Background: an optimization exercise with open tools, aiming at small area, a short achievable clock period and few clock cycles per item. Do not read the settings as production practice.
At most, simulation tests tie the RTL to the original design; equivalence was not proved.

==> flow/design.v <==
package fspt_pkg;
	localparam int unsigned TICK_W  = 32;
	localparam int unsigned FRAME_W = 16;
	localparam int unsigned LOSS_W  = 8;
	localparam int unsigned LIMIT_W = TICK_W + LOSS_W;
	localparam logic [LOSS_W-1:0] LOSS_FRAMES_RESET = LOSS_W'(3);
	localparam logic REQ_CAPTURE = 1'b0;
	localparam logic REQ_POLL    = 1'b1;
	typedef struct packed {
		logic              req_type;
		logic [TICK_W-1:0] tick_value;
	} fspt_in_t;
	typedef struct packed {
		logic [FRAME_W-1:0] frame_count;
		logic [TICK_W-1:0]  last_capture;
		logic [TICK_W-1:0]  period_estimate;
		logic               in_sync;
		logic               sync_dropped;
	} fspt_out_t;
endpackage
module frame_sync_period_tracker (
	input  logic                                  clk,
	input  logic                                  arst_n,
	input  logic                                  cfg_we,
	input  logic [fspt_pkg::LOSS_W-1:0]           cfg_wdata,
	input  logic                                  in_valid,
	output logic                                  in_ready,
	input  fspt_pkg::fspt_in_t                    in_item,
	output logic                                  out_valid,
	input  logic                                  out_ready,
	output fspt_pkg::fspt_out_t                   out_item
);
	localparam int unsigned TW = fspt_pkg::TICK_W;
	logic                            h_valid;
	logic                            h_poll;
	logic [TW-1:0]                   h_tick;
	logic [TW-1:0]                   h_iv;       
	logic                            k_valid;
	logic                            k_poll;
	logic [TW-1:0]                   k_tick;
	logic                            out_valid_q;
	logic                            dropped_q;
	logic [fspt_pkg::LOSS_W-1:0]     loss_q;
	logic [fspt_pkg::FRAME_W-1:0]    frame_q;
	logic [TW-1:0]                   prev_q;
	logic [TW-1:0]                   period_q;
	logic                            locked_q;
	logic                            base_q;
	logic [TW:0]                     acc_q;      
	logic [2:0]                      idx_q;      
	logic                            exact_q;
	logic                            accept;
	logic                            slot_free;
	logic                            wait_poll;
	logic                            advance;
	logic                            is_cap;
	logic                            is_poll;
	logic                            h_load;
	assign in_ready  = !k_valid;
	assign accept    = in_valid && !k_valid;
	assign slot_free = !out_valid_q || out_ready;
	assign is_cap    = h_valid && !h_poll && slot_free;
	assign is_poll   = h_valid && h_poll && slot_free && !wait_poll;
	assign advance   = is_cap || is_poll;
	assign h_load    = advance || !h_valid;
	assign out_valid = out_valid_q;
	assign out_item.frame_count     = frame_q;
	assign out_item.last_capture    = prev_q;
	assign out_item.period_estimate = period_q;
	assign out_item.in_sync         = locked_q;
	assign out_item.sync_dropped    = dropped_q;
	logic                            n_poll;
	logic [TW-1:0]                   n_tick;
	logic [TW-1:0]                   n_base;
	logic [TW-1:0]                   n_iv;
	logic                            n_co;
	assign n_poll = k_valid ? k_poll : in_item.req_type;
	assign n_tick = k_valid ? k_tick : in_item.tick_value;
	assign n_base = (h_valid && !h_poll) ? h_tick : prev_q;
	fspt_add #(.W(TW)) u_interval (.a(n_tick), .b(~n_base), .cin(1'b1), .sum(n_iv), .cout(n_co));
	always_ff @(posedge clk or negedge arst_n) begin
		if (!arst_n) begin
			h_valid <= 1'b0;
			k_valid <= 1'b0;
		end else begin
			if (h_load)
				h_valid <= k_valid || accept;
			if (advance)
				k_valid <= 1'b0;
			else if (h_valid && accept)
				k_valid <= 1'b1;
		end
	end
	always_ff @(posedge clk) begin
		if (h_load) begin
			h_poll <= n_poll;
			h_tick <= n_tick;
			h_iv   <= n_iv;
		end
		if (!k_valid) begin
			k_poll <= in_item.req_type;
			k_tick <= in_item.tick_value;
		end
	end
	logic [TW-1:0]                   e_a, e_b, e_c, e_s, e_k;
	logic [TW-1:0]                   ema;
	logic                            ema_co;
	assign e_a = period_q;
	assign e_b = ~(period_q >> 2);
	assign e_c = h_iv >> 2;
	assign e_s = e_a ^ e_b ^ e_c;
	assign e_k = {((e_a & e_b) | (e_a & e_c) | (e_b & e_c)), 1'b0};
	fspt_add #(.W(TW)) u_ema (.a(e_s), .b(e_k), .cin(1'b1), .sum(ema), .cout(ema_co));
	logic [TW-1:0]                   ge_d;
	logic                            ge_co;
	logic                            ge;
	logic                            loss_zero;
	logic                            can_drop;
	logic                            drop_now;
	fspt_add #(.W(TW)) u_ge (.a(h_iv), .b(~acc_q[TW-1:0]), .cin(1'b1), .sum(ge_d), .cout(ge_co));
	assign ge = !acc_q[TW] && ge_co;
	assign loss_zero = loss_q == '0;
	assign can_drop  = locked_q && (period_q != '0);
	assign drop_now  = can_drop && (loss_zero || (ge && exact_q));
	assign wait_poll = h_poll && can_drop && !loss_zero && ge && !exact_q;
	logic [TW-1:0]                   period_d;
	assign period_d = (is_cap && base_q) ? (locked_q ? ema : h_iv) : period_q;
	logic [2:0]                      top;
	logic [2:0]                      top_new;
	logic [2:0]                      top_rs;
	logic                            restart;
	logic [TW-1:0]                   pm;
	logic [TW:0]                     u_lo;
	logic                            u_co;
	logic                            ovf;
	always_comb begin
		top = 3'd0;
		for (int i = 1; i < 8; i++)
			if (loss_q[i]) top = 3'(i);
		top_new = 3'd0;
		for (int i = 1; i < 8; i++)
			if (cfg_wdata[i]) top_new = 3'(i);
	end
	assign restart = (is_cap && base_q) || cfg_we;
	assign top_rs  = cfg_we ? top_new : top;
	assign pm      = period_q & {TW{loss_q[idx_q]}};
	fspt_add #(.W(TW+1)) u_horner (.a({acc_q[TW-1:0], 1'b0}), .b({1'b0, pm}), .cin(1'b0), .sum(u_lo), .cout(u_co));
	assign ovf     = acc_q[TW] || u_co || u_lo[TW];
	always_ff @(posedge clk or negedge arst_n) begin
		if (!arst_n) begin
			idx_q   <= 3'd0;
			exact_q <= 1'b0;
		end else if (restart) begin
			idx_q   <= top_rs - 3'd1;
			exact_q <= top_rs == 3'd0;
		end else if (!exact_q) begin
			idx_q   <= idx_q - 3'd1;
			exact_q <= idx_q == 3'd0;
		end
	end
	always_ff @(posedge clk) begin
		if (restart) begin
			acc_q <= {1'b0, period_d};
		end else if (!exact_q) begin
			acc_q <= {ovf, u_lo[TW-1:0]};
		end
	end
	always_ff @(posedge clk or negedge arst_n) begin
		if (!arst_n) begin
			out_valid_q <= 1'b0;
		end else if (advance) begin
			out_valid_q <= 1'b1;
		end else if (out_ready) begin
			out_valid_q <= 1'b0;
		end
	end
	always_ff @(posedge clk) begin
		if (advance) begin
			dropped_q <= h_poll && drop_now;
		end
	end
	always_ff @(posedge clk or negedge arst_n) begin
		if (!arst_n) begin
			loss_q   <= fspt_pkg::LOSS_FRAMES_RESET;
			frame_q  <= '0;
			prev_q   <= '0;
			period_q <= '0;
			locked_q <= 1'b0;
			base_q   <= 1'b0;
		end else begin
			if (cfg_we) begin
				loss_q <= cfg_wdata;
			end
			period_q <= period_d;
			if (is_cap) begin
				frame_q  <= frame_q + fspt_pkg::FRAME_W'(1);
				prev_q   <= h_tick;
				locked_q <= locked_q || base_q;
				base_q   <= 1'b1;
			end else if (is_poll && drop_now) begin
				locked_q <= 1'b0;
				base_q   <= 1'b0;
			end
		end
	end
endmodule
module fspt_add #(
	parameter int unsigned W = 32
) (
	input  logic [W-1:0] a,
	input  logic [W-1:0] b,
	input  logic         cin,
	output logic [W-1:0] sum,
	output logic         cout
);
	logic [W-1:0] p0, g0, g, p;
	assign p0 = a ^ b;
	assign g0 = a & b;
	always_comb begin
		g = g0;
		p = p0;
		g[0] = g0[0] | (p0[0] & cin);
		for (int l = 0; (1 << l) < W; l++) begin
			for (int j = 0; j < W; j++) begin
				if (((j >> l) & 1) != 0) begin
					g[j] = g[j] | (p[j] & g[((j >> l) << l) - 1]);
					p[j] = p[j] & p[((j >> l) << l) - 1];
				end
			end
		end
	end
	assign sum  = p0 ^ {g[W-2:0], cin};
	assign cout = g[W-1];
endmodule
==> flow/config.mk <==
export PLATFORM = sky130hd
export DESIGN_NAME = frame_sync_period_tracker
export DESIGN_NICKNAME = frame_sync_period_tracker
export VERILOG_FILES = /design/flow/design.v
export SDC_FILE = /design/flow/constraint.sdc
export NUM_CORES = 4
export LEC_CHECK = 0
export ABC_AREA = 1
export CAP_MARGIN = 20
export CORE_MARGIN = 2
export CORE_UTILIZATION = 60
export CTS_CLUSTER_DIAMETER = 150
export CTS_CLUSTER_SIZE = 15
export SETUP_SLACK_MARGIN = 4.5
export SLEW_MARGIN = 20
==> flow/constraint.sdc <==
create_clock -name core_clock -period 8.0 [get_ports {clk}]
set_input_delay 1.6000 -clock core_clock [delete_from_list [all_inputs] [get_ports {clk}]]
set_output_delay 1.6000 -clock core_clock [all_outputs]
set_load 0.01 [all_outputs]
standard.sh (not shown) runs the stock make flow with config.mk's settings and CLKGATE_MAP_FILE= SYNTH_SCRIPT=/design/flow/synth_recipe.tcl, a recipe that flattens the netlist after the stock synthesis.
==> flow/flow/run.sh <==
#!/bin/bash
# The standard layout (standard.sh: ORFS synthesis through finish), with
# one change: the buffers that ORFS puts on every input and output port are
# made from the plain sky130_fd_sc_hd__buf_1 cell instead of the delay-buffer
# cell buffer_ports picks by default. Timing repair may still resize them.
# ORFS's own per-step logs are kept under orfs/logs; the make output goes to
# standard.log in this folder.
set -euo pipefail
export BUFFER_PORTS_ARGS="-buffer_cell sky130_fd_sc_hd__buf_1"
bash standard.sh > standard.log 2>&1
Testbench counts at the start, summed over its fixed seeds: cycles 24,139, items 24,000.
Then changed:
--- a/flow/design.v
+++ b/flow/design.v
@@ -47,8 +47,9 @@
 	logic                            locked_q;
 	logic                            base_q;
 	logic [TW:0]                     acc_q;      
 	logic [2:0]                      idx_q;      
+	logic                            lbit_q;     
 	logic                            exact_q;
 	logic                            accept;
 	logic                            slot_free;
 	logic                            wait_poll;
@@ -116,9 +117,10 @@
 	logic                            ge;
 	logic                            loss_zero;
 	logic                            can_drop;
 	logic                            drop_now;
-	fspt_add #(.W(TW)) u_ge (.a(h_iv), .b(~acc_q[TW-1:0]), .cin(1'b1), .sum(ge_d), .cout(ge_co));
+	assign ge_d  = '0;
+	fspt_geq #(.W(TW)) u_ge (.a(h_iv), .b(acc_q[TW-1:0]), .ge(ge_co));
 	assign ge = !acc_q[TW] && ge_co;
 	assign loss_zero = loss_q == '0;
 	assign can_drop  = locked_q && (period_q != '0);
 	assign drop_now  = can_drop && (loss_zero || (ge && exact_q));
@@ -142,21 +144,27 @@
 			if (cfg_wdata[i]) top_new = 3'(i);
 	end
 	assign restart = (is_cap && base_q) || cfg_we;
 	assign top_rs  = cfg_we ? top_new : top;
-	assign pm      = period_q & {TW{loss_q[idx_q]}};
+	assign pm      = period_q & {TW{lbit_q}};
 	fspt_add #(.W(TW+1)) u_horner (.a({acc_q[TW-1:0], 1'b0}), .b({1'b0, pm}), .cin(1'b0), .sum(u_lo), .cout(u_co));
 	assign ovf     = acc_q[TW] || u_co || u_lo[TW];
+	logic [2:0]                      idx_d;
+	logic [fspt_pkg::LOSS_W-1:0]     loss_d;
+	assign loss_d = cfg_we ? cfg_wdata : loss_q;
+	assign idx_d  = restart ? (top_rs - 3'd1) : (!exact_q ? (idx_q - 3'd1) : idx_q);
 	always_ff @(posedge clk or negedge arst_n) begin
 		if (!arst_n) begin
 			idx_q   <= 3'd0;
+			lbit_q  <= 1'b0;
 			exact_q <= 1'b0;
-		end else if (restart) begin
-			idx_q   <= top_rs - 3'd1;
-			exact_q <= top_rs == 3'd0;
-		end else if (!exact_q) begin
-			idx_q   <= idx_q - 3'd1;
-			exact_q <= idx_q == 3'd0;
+		end else begin
+			idx_q  <= idx_d;
+			lbit_q <= loss_d[idx_d];
+			if (restart)
+				exact_q <= top_rs == 3'd0;
+			else if (!exact_q)
+				exact_q <= idx_q == 3'd0;
 		end
 	end
 	always_ff @(posedge clk) begin
 		if (restart) begin
@@ -221,14 +229,44 @@
 		p = p0;
 		g[0] = g0[0] | (p0[0] & cin);
 		for (int l = 0; (1 << l) < W; l++) begin
 			for (int j = 0; j < W; j++) begin
-				if (((j >> l) & 1) != 0) begin
-					g[j] = g[j] | (p[j] & g[((j >> l) << l) - 1]);
-					p[j] = p[j] & p[((j >> l) << l) - 1];
+				if (((j + 1) % (2 << l)) == 0) begin
+					g[j] = g[j] | (p[j] & g[j - (1 << l)]);
+					p[j] = p[j] & p[j - (1 << l)];
+				end
+			end
+		end
+		for (int l = 5; l >= 0; l--) begin
+			for (int j = 0; j < W; j++) begin
+				if ((1 << l) < W && ((j + 1) % (2 << l)) == (1 << l) && j >= (2 << l) - 1 + 1 - 1 && j > (1 << l)) begin
+					g[j] = g[j] | (p[j] & g[j - (1 << l)]);
+					p[j] = p[j] & p[j - (1 << l)];
 				end
 			end
 		end
 	end
 	assign sum  = p0 ^ {g[W-2:0], cin};
 	assign cout = g[W-1];
 endmodule
+module fspt_geq #(
+	parameter int unsigned W = 32
+) (
+	input  logic [W-1:0] a,
+	input  logic [W-1:0] b,
+	output logic         ge
+);
+	logic [W-1:0] g, t;
+	always_comb begin
+		g = a & ~b;
+		t = a | ~b;
+		for (int l = 0; (1 << l) < W; l++) begin
+			for (int j = W - 1; j >= 0; j--) begin
+				if (((j + 1) % (2 << l)) == 0) begin
+					g[j] = g[j] | (t[j] & g[j - (1 << l)]);
+					t[j] = t[j] & t[j - (1 << l)];
+				end
+			end
+		end
+	end
+	assign ge = g[W-1] | t[W-1];
+endmodule
Synthesized cell count falls by 14%.
Cell area rises by 0.47%.
Worst hold slack gets better by 0.0070 ns.
Worst setup slack gets worse by 0.36 ns.
Global-route usage rises by 2.1 points.
Area after synthesis falls by 5.1%.
The RTL of the second run of this note was laid out without a check of its function.


== build 34 ==
Another version of the RTL of frame_sync_period_tracker (not shown whole).
Size: ~130 I/O pins, roughly 15000 µm² of cells after synthesis.
==> module frame_sync_period_tracker, before the edit <==
module frame_sync_period_tracker (
	input  logic                                  clk,
	input  logic                                  arst_n,
	input  logic                                  cfg_we,
	input  logic [fspt_pkg::LOSS_W-1:0]           cfg_wdata,
	input  logic                                  in_valid,
	output logic                                  in_ready,
	input  fspt_pkg::fspt_in_t                    in_item,
	output logic                                  out_valid,
	input  logic                                  out_ready,
	output fspt_pkg::fspt_out_t                   out_item
);
	localparam int unsigned TW = fspt_pkg::TICK_W;
	logic                            h_valid;
	logic                            h_poll;
	logic [TW-1:0]                   h_tick;
	logic [TW-1:0]                   h_iv;       
	logic                            k_valid;
	logic                            k_poll;
	logic [TW-1:0]                   k_tick;
	logic                            out_valid_q;
	logic                            dropped_q;
	logic [fspt_pkg::LOSS_W-1:0]     loss_q;
	logic [fspt_pkg::FRAME_W-1:0]    frame_q;
	logic [TW-1:0]                   prev_q;
	logic [TW-1:0]                   period_q;
	logic                            locked_q;
	logic                            base_q;
	logic [TW:0]                     acc_q;      
	logic [2:0]                      idx_q;      
	logic                            lbit_q;     
	logic                            exact_q;
	logic                            accept;
	logic                            slot_free;
	logic                            wait_poll;
	logic                            advance;
	logic                            is_cap;
	logic                            is_poll;
	logic                            h_load;
	assign in_ready  = !k_valid;
	assign accept    = in_valid && !k_valid;
	assign slot_free = !out_valid_q || out_ready;
	assign is_cap    = h_valid && !h_poll && slot_free;
	assign is_poll   = h_valid && h_poll && slot_free && !wait_poll;
	assign advance   = is_cap || is_poll;
	assign h_load    = advance || !h_valid;
	assign out_valid = out_valid_q;
	assign out_item.frame_count     = frame_q;
	assign out_item.last_capture    = prev_q;
	assign out_item.period_estimate = period_q;
	assign out_item.in_sync         = locked_q;
	assign out_item.sync_dropped    = dropped_q;
	logic                            n_poll;
	logic [TW-1:0]                   n_tick;
	logic [TW-1:0]                   n_base;
	logic [TW-1:0]                   n_iv;
	logic                            n_co;
	assign n_poll = k_valid ? k_poll : in_item.req_type;
	assign n_tick = k_valid ? k_tick : in_item.tick_value;
	assign n_base = (h_valid && !h_poll) ? h_tick : prev_q;
	fspt_add #(.W(TW)) u_interval (.a(n_tick), .b(~n_base), .cin(1'b1), .sum(n_iv), .cout(n_co));
	always_ff @(posedge clk or negedge arst_n) begin
		if (!arst_n) begin
			h_valid <= 1'b0;
			k_valid <= 1'b0;
		end else begin
			if (h_load)
				h_valid <= k_valid || accept;
			if (advance)
				k_valid <= 1'b0;
			else if (h_valid && accept)
				k_valid <= 1'b1;
		end
	end
	always_ff @(posedge clk) begin
		if (h_load) begin
			h_poll <= n_poll;
			h_tick <= n_tick;
			h_iv   <= n_iv;
		end
		if (!k_valid) begin
			k_poll <= in_item.req_type;
			k_tick <= in_item.tick_value;
		end
	end
	logic [TW-1:0]                   e_a, e_b, e_c, e_s, e_k;
	logic [TW-1:0]                   ema;
	logic                            ema_co;
	assign e_a = period_q;
	assign e_b = ~(period_q >> 2);
	assign e_c = h_iv >> 2;
	assign e_s = e_a ^ e_b ^ e_c;
	assign e_k = {((e_a & e_b) | (e_a & e_c) | (e_b & e_c)), 1'b0};
	fspt_add #(.W(TW)) u_ema (.a(e_s), .b(e_k), .cin(1'b1), .sum(ema), .cout(ema_co));
	logic [TW-1:0]                   ge_d;
	logic                            ge_co;
	logic                            ge;
	logic                            loss_zero;
	logic                            can_drop;
	logic                            drop_now;
	assign ge_d  = '0;
	fspt_geq #(.W(TW)) u_ge (.a(h_iv), .b(acc_q[TW-1:0]), .ge(ge_co));
	assign ge = !acc_q[TW] && ge_co;
	assign loss_zero = loss_q == '0;
	assign can_drop  = locked_q && (period_q != '0);
	assign drop_now  = can_drop && (loss_zero || (ge && exact_q));
	assign wait_poll = h_poll && can_drop && !loss_zero && ge && !exact_q;
	logic [TW-1:0]                   period_d;
	assign period_d = (is_cap && base_q) ? (locked_q ? ema : h_iv) : period_q;
	logic [2:0]                      top;
	logic [2:0]                      top_new;
	logic [2:0]                      top_rs;
	logic                            restart;
	logic [TW-1:0]                   pm;
	logic [TW:0]                     u_lo;
	logic                            u_co;
	logic                            ovf;
	always_comb begin
		top = 3'd0;
		for (int i = 1; i < 8; i++)
			if (loss_q[i]) top = 3'(i);
		top_new = 3'd0;
		for (int i = 1; i < 8; i++)
			if (cfg_wdata[i]) top_new = 3'(i);
	end
	assign restart = (is_cap && base_q) || cfg_we;
	assign top_rs  = cfg_we ? top_new : top;
	assign pm      = period_q & {TW{lbit_q}};
	fspt_add #(.W(TW+1)) u_horner (.a({acc_q[TW-1:0], 1'b0}), .b({1'b0, pm}), .cin(1'b0), .sum(u_lo), .cout(u_co));
	assign ovf     = acc_q[TW] || u_co || u_lo[TW];
	logic [2:0]                      idx_d;
	logic [fspt_pkg::LOSS_W-1:0]     loss_d;
	assign loss_d = cfg_we ? cfg_wdata : loss_q;
	assign idx_d  = restart ? (top_rs - 3'd1) : (!exact_q ? (idx_q - 3'd1) : idx_q);
	always_ff @(posedge clk or negedge arst_n) begin
		if (!arst_n) begin
			idx_q   <= 3'd0;
			lbit_q  <= 1'b0;
			exact_q <= 1'b0;
		end else begin
			idx_q  <= idx_d;
			lbit_q <= loss_d[idx_d];
			if (restart)
				exact_q <= top_rs == 3'd0;
			else if (!exact_q)
				exact_q <= idx_q == 3'd0;
		end
	end
	always_ff @(posedge clk) begin
		if (restart) begin
			acc_q <= {1'b0, period_d};
		end else if (!exact_q) begin
			acc_q <= {ovf, u_lo[TW-1:0]};
		end
	end
	always_ff @(posedge clk or negedge arst_n) begin
		if (!arst_n) begin
			out_valid_q <= 1'b0;
		end else if (advance) begin
			out_valid_q <= 1'b1;
		end else if (out_ready) begin
			out_valid_q <= 1'b0;
		end
	end
	always_ff @(posedge clk) begin
		if (advance) begin
			dropped_q <= h_poll && drop_now;
		end
	end
	always_ff @(posedge clk or negedge arst_n) begin
		if (!arst_n) begin
			loss_q   <= fspt_pkg::LOSS_FRAMES_RESET;
			frame_q  <= '0;
			prev_q   <= '0;
			period_q <= '0;
			locked_q <= 1'b0;
			base_q   <= 1'b0;
		end else begin
			if (cfg_we) begin
				loss_q <= cfg_wdata;
			end
			period_q <= period_d;
			if (is_cap) begin
				frame_q  <= frame_q + fspt_pkg::FRAME_W'(1);
				prev_q   <= h_tick;
				locked_q <= locked_q || base_q;
				base_q   <= 1'b1;
			end else if (is_poll && drop_now) begin
				locked_q <= 1'b0;
				base_q   <= 1'b0;
			end
		end
	end
endmodule
export LEC_CHECK = 0
export ABC_AREA = 1
export CAP_MARGIN = 20
export CORE_MARGIN = 2
export CORE_UTILIZATION = 60
export CTS_CLUSTER_DIAMETER = 150
export CTS_CLUSTER_SIZE = 15
export SETUP_SLACK_MARGIN = 4.5
export SLEW_MARGIN = 20
create_clock -name core_clock -period 8.0 [get_ports {clk}]
Scripts as last shown in full above: flow/flow/run.sh
What build 83 does differently from build 34 at the input level:
--- a/flow/design.v
+++ b/flow/design.v
@@ -76,11 +76,11 @@
 	logic [TW-1:0]                   n_iv;
 	logic                            n_co;
 	assign n_poll = k_valid ? k_poll : in_item.req_type;
 	assign n_tick = k_valid ? k_tick : in_item.tick_value;
 	assign n_base = (h_valid && !h_poll) ? h_tick : prev_q;
-	fspt_add #(.W(TW)) u_interval (.a(n_tick), .b(~n_base), .cin(1'b1), .sum(n_iv), .cout(n_co));
+	assign {n_co, n_iv} = {1'b0, n_tick} + {1'b0, ~n_base} + (TW+1)'(1);
 	always_ff @(posedge clk or negedge arst_n) begin
 		if (!arst_n) begin
 			h_valid <= 1'b0;
 			k_valid <= 1'b0;
 		end else begin
Results
- Every run in the comparison, build 34 and build 83, completed the flow with a clean layout.
- Build 83 vs. build 34: number of DRC markers after the initial detailed-route iteration now smaller, wire length now larger.
- [compare] base=build 34 new=build 83: net total in the final layout rose by 96; fraction of the yosys area taken by sequential cells fell by 0.87 points; cell count after synthesis rose by 4.5%.
- Looking at headroom to the max-slew limit across both flows, build 83 is the weaker of the two, with build 34 ahead.
- Build 34 → build 83: non-clock buffer count higher; compound-gate portion of the synthesized area higher.
- Post-route worst setup slack ended up 0.14 ns higher on build 83 than on build 34.
Testbench counts of build 83, summed over its fixed seeds: cycles 24,139, items 24,000.
Only the layout flow was run in build 34; the RTL was not checked for function there.

-- re-timing with driven ports --
The flow's constraints put no driver on any port. The routed layouts listed below were extracted and timed again, unchanged, in two steps.
Step 1 assumes that a clkbuf_16 drives the clock port and a buf_2 every other input.
Step 2 adds t to the input delays and takes it off the output delays; t is the mean of the earliest and latest rising clock arrival at the registers after step 1. Input paths then give back, and output paths get back, about the clock's delay inside the block.
a / b / c = ideal ports / drivers / drivers and shift; a / b = the first two.
run	t, ns	slack for setup (ns)	worst setup path after step 2	clock arrival spread, ns
the first run of note 1	0.536	4.572 / 4.597 / 4.061	input to register	0.029 / 0.030
the second run of note 1	0.542	4.212 / 4.231 / 3.689	input to register	0.031 / 0.031
build 34	0.546	4.497 / 4.517 / 3.971	input to register	0.031 / 0.031
build 83	0.546	4.636 / 4.662 / 4.116	input to register	0.038 / 0.038
After both steps every run listed still meets setup and hold. The setup slack of build 34, which loses most, moves by +0.020 ns with the drivers and by -0.526 ns with both steps.
